From an optimization exercise on the open Yosys and OpenROAD flow, aimed at small area; shortcuts taken in it are not production practice. Function was checked by simulation only, so behaviour that the tests miss may differ from the original. No activity file was given, so power comes from the tool's default toggle rates.

// axis_lane_packer
module axis_lane_packer #(
  parameter int IN_WIDTH  = axis_lane_packer_pkg::DEF_IN_WIDTH,
  parameter int OUT_WIDTH = axis_lane_packer_pkg::DEF_OUT_WIDTH
) (
  input  logic                             clk,
  input  logic                             rst,
  input  logic                             activate,
  input  logic                             s_valid,
  input  logic                             s_last,
  input  logic [IN_WIDTH-1:0]              s_data,
  output logic                             s_ready,
  output logic                             m_valid,
  output logic                             m_last,
  output logic [OUT_WIDTH-1:0]             m_data,
  output logic [OUT_WIDTH/axis_lane_packer_pkg::LANE_WIDTH-1:0]  m_keep,
  input  logic                             m_ready,
  output logic [31:0]                      words_out
);
clock: 4.0 ns
lec_check: 0
cap_margin: 20
core_margin: 2
core_utilization: 70
slew_margin: 20
synth_hierarchical: 1
synth_minimum_keep_size: 0
standard.sh (not shown) runs the stock make flow with config.mk's settings and CLKGATE_MAP_FILE= SYNTH_SCRIPT=/design/flow/synth_recipe.tcl, a recipe that flattens the netlist after the stock synthesis.
==> flow/flow/run.sh <==
#!/bin/bash
# Standard layout, with each port buffered by the smallest buffer cell and a clock tree
# built from small clock buffers, in clusters of at most 10 registers, without dummy loads.
# After global routing, gates off the critical paths are downsized (power recovery).
set -euo pipefail
bash standard.sh finish \
  "BUFFER_PORTS_ARGS=-buffer_cell sky130_fd_sc_hd__buf_1" \
  "RECOVER_POWER=100" \
  "CTS_ARGS=-sink_clustering_enable -repair_clock_nets -dont_use_dummy_load -buf_list {sky130_fd_sc_hd__clkbuf_4} -root_buf sky130_fd_sc_hd__clkbuf_8 -sink_clustering_size 10 -sink_clustering_max_diameter 40" \
  > standard.log 2>&1
The starting point finished but fails on max-capacitance violations, max-slew violations.
Next try:
==> flow/flow/run.sh (replaced) <==
#!/bin/bash
# Standard layout, with each port buffered by the smallest buffer cell and a clock tree
# built from small clock buffers, in clusters of at most 12 registers, without dummy loads.
set -euo pipefail
bash standard.sh finish \
  "BUFFER_PORTS_ARGS=-buffer_cell sky130_fd_sc_hd__buf_1" \
  "CTS_ARGS=-sink_clustering_enable -repair_clock_nets -dont_use_dummy_load -buf_list {sky130_fd_sc_hd__clkbuf_4} -root_buf sky130_fd_sc_hd__clkbuf_8 -sink_clustering_size 12 -sink_clustering_max_diameter 35" \
  > standard.log 2>&1
The changed run finished with timing, DRC and antenna clean.
Fmax went up by about a fifth.
Setup slack is better by 0.39 ns.
Sequential cell count does not change.

== build 26 ==
Another version of the RTL of axis_lane_packer (not shown whole).
Size in the first run: about 550 flip-flops, ~380 I/O pins, about 0.017 mm2 of cells after synthesis.
## axis_lane_packer
module axis_lane_packer #(
  parameter int IN_WIDTH  = axis_lane_packer_pkg::DEF_IN_WIDTH,
  parameter int OUT_WIDTH = axis_lane_packer_pkg::DEF_OUT_WIDTH
) (
  input  logic                             clk,
  input  logic                             rst,
  input  logic                             activate,
  input  logic                             s_valid,
  input  logic                             s_last,
  input  logic [IN_WIDTH-1:0]              s_data,
  output logic                             s_ready,
  output logic                             m_valid,
  output logic                             m_last,
  output logic [OUT_WIDTH-1:0]             m_data,
  output logic [OUT_WIDTH/axis_lane_packer_pkg::LANE_WIDTH-1:0]  m_keep,
  input  logic                             m_ready,
  output logic [31:0]                      words_out
);
  localparam int RATIO          = OUT_WIDTH / IN_WIDTH;
  localparam int LANES_PER_BEAT = IN_WIDTH / axis_lane_packer_pkg::LANE_WIDTH;
  localparam int IDX_W          = (RATIO > 1) ? $clog2(RATIO) : 1;
  localparam logic [IDX_W-1:0] LAST_IDX = IDX_W'(RATIO - 1);
  logic             clear;
  logic [IDX_W-1:0] idx_reg;     
  logic             pend_full;
  logic             pend_last;
  logic [IDX_W-1:0] out_idx;     
  logic             s_fire;
  logic             final_beat;
  logic             out_free;
  logic             m_fire;
  logic             out_load;
  assign clear = rst | ~activate;
  assign s_ready    = activate & ~rst & ~pend_full;
  assign s_fire     = s_valid & s_ready;
  assign final_beat = s_fire & (s_last | (idx_reg == LAST_IDX));
  assign out_free = ~m_valid | m_ready;
  assign m_fire   = m_valid & m_ready;
  assign out_load = out_free & (pend_full | final_beat);
  for (genvar gi = 0; gi < RATIO; gi++) begin : g_beat
    axis_pack_slot #(.WIDTH(IN_WIDTH)) u_slot (
      .clk    (clk),
      .wr     (s_fire & (idx_reg == IDX_W'(gi))),
      .keep   (~s_fire | (idx_reg != IDX_W'(gi))),
      .load   (out_load & (IDX_W'(gi) <= idx_reg)),
      .hold   (~out_load),
      .s_data (s_data),
      .m_data (m_data[gi*IN_WIDTH +: IN_WIDTH])
    );
    for (genvar li = 0; li < LANES_PER_BEAT; li++) begin : g_keep
      assign m_keep[gi*LANES_PER_BEAT + li] = (out_idx >= IDX_W'(gi));
    end
  end
  always_ff @(posedge clk) begin
    if (clear) begin
      idx_reg   <= '0;
      pend_full <= 1'b0;
  ...
==> flow/config.mk <==
export PLATFORM = sky130hd
export DESIGN_NAME = axis_lane_packer
export DESIGN_NICKNAME = axis_lane_packer
export VERILOG_FILES = /design/flow/design.v
export SDC_FILE = /design/flow/constraint.sdc
export NUM_CORES = 4
export LEC_CHECK = 0
export CAP_MARGIN = 20
export CORE_MARGIN = 2
export CORE_UTILIZATION = 70
export SLEW_MARGIN = 20
export SYNTH_HIERARCHICAL = 1
export SYNTH_MINIMUM_KEEP_SIZE = 0
==> flow/constraint.sdc <==
create_clock -name core_clock -period 4.0 [get_ports {clk}]
set_input_delay 0.8000 -clock core_clock [delete_from_list [all_inputs] [get_ports {clk}]]
set_output_delay 0.8000 -clock core_clock [all_outputs]
set_load 0.01 [all_outputs]
==> flow/flow/run.sh <==
#!/bin/bash
# Standard layout, with each port buffered by the smallest buffer cell and a clock tree
# built from small clock buffers, in clusters of at most 12 registers, without dummy loads.
set -euo pipefail
bash standard.sh finish \
  "BUFFER_PORTS_ARGS=-buffer_cell sky130_fd_sc_hd__buf_1" \
  "CTS_ARGS=-sink_clustering_enable -repair_clock_nets -dont_use_dummy_load -buf_list {sky130_fd_sc_hd__clkbuf_4} -root_buf sky130_fd_sc_hd__clkbuf_8 -sink_clustering_size 12 -sink_clustering_max_diameter 45" \
  > standard.log 2>&1
Build 26: full flow OK, the timing, design-rule and antenna checks passed
#### Input delta (build 8 over build 26)
- SLEW_MARGIN changed from 20 to 5
- CAP_MARGIN changed from 20 to 5
==> flow/flow/run.sh <==
#!/bin/bash
# Standard layout, with each port buffered by the smallest buffer cell and a clock tree
# built from small clock buffers, in clusters of at most 10 registers, without dummy loads.
set -euo pipefail
bash standard.sh finish \
  "BUFFER_PORTS_ARGS=-buffer_cell sky130_fd_sc_hd__buf_1" \
  "CTS_ARGS=-sink_clustering_enable -repair_clock_nets -dont_use_dummy_load -buf_list {sky130_fd_sc_hd__clkbuf_4} -root_buf sky130_fd_sc_hd__clkbuf_8 -sink_clustering_size 10 -sink_clustering_max_diameter 40" \
  > standard.log 2>&1
==> comparison <==
Build 8 against build 26: instance count along the most critical hold path flat, routed wire length up about 0.5%. On first-iteration DRC count, build 26 beats build 8. Build 8 against build 26: synthesized cell area comparable, synthesis-to-layout area growth went up 0.71 points, level count of the clock H-tree increased by 1 relative to the old numbers, overall power of the completed layout picked up an extra 2.8%. Compared with build 26, build 8 shows a higher ratio of total power to cell area. In the reports for build 26 and build 8, the smaller worst setup slack belongs to build 8.
--- input diff build 8..build 33 ---
- CAP_MARGIN now 20, was 5
- SLEW_MARGIN now 20, was 5
Reported for build 8 and build 33, total chip power turned out identical to the last digit. Post-route standard cell area excluding fillers: build 33 vs build 8 identical. From build 8 to build 33 the numbers moved as follows: sequential cell count has remained practically unchanged; first-pass GRT wire length saw little to no change; synthesized cell count closely matched the old numbers; slew at the pin closest to its max-slew limit ~0 delta. Comparing build 33 against build 8, there is no change at all in HPWL after detailed placement. Average footprint of a synthesized cell came out exactly the same in build 8 and build 33. As far as proportion of layout cells with a drive suffix above 1 goes, build 8 and build 33 are indistinguishable; the numbers are identical. Build 33 against build 8: via total after detailed routing closely matched the old numbers; width of the die about even.

==> afterwards: timing with drivers on the ports <==
Ports are ideal in the flow. The routed layouts listed here were re-timed in OpenROAD. Step 1 assumes that a clkbuf_16 drives the clock port and a buf_2 every other input. Step 2 times the ports against the registers' clock, not the clock port: input delays grow and output delays shrink by t, the midpoint of the rising clock arrivals with the driver on. Three values: ideal, step 1, step 2; two values: the first two.
run | shift t [ns] | slack for setup (ns) | worst register clock-pin slew, ns
the first run of note 1 | 0.588 | 0.944 / 0.944 / 0.431 | 0.12 / 0.12
the second run of note 1 | 0.614 | 1.332 / 1.336 / 0.743 | 0.12 / 0.12
build 26 | 0.606 | 1.073 / 1.073 / 0.585 | 0.12 / 0.12
build 8 | 0.601 | 1.034 / 1.034 / 0.525 | 0.11 / 0.11
build 33 | 0.601 | 1.034 / 1.034 / 0.525 | 0.11 / 0.11
The setup slack of the second run of note 1, which loses most, moves by +0.004 ns with the drivers and by -0.589 ns with both steps.
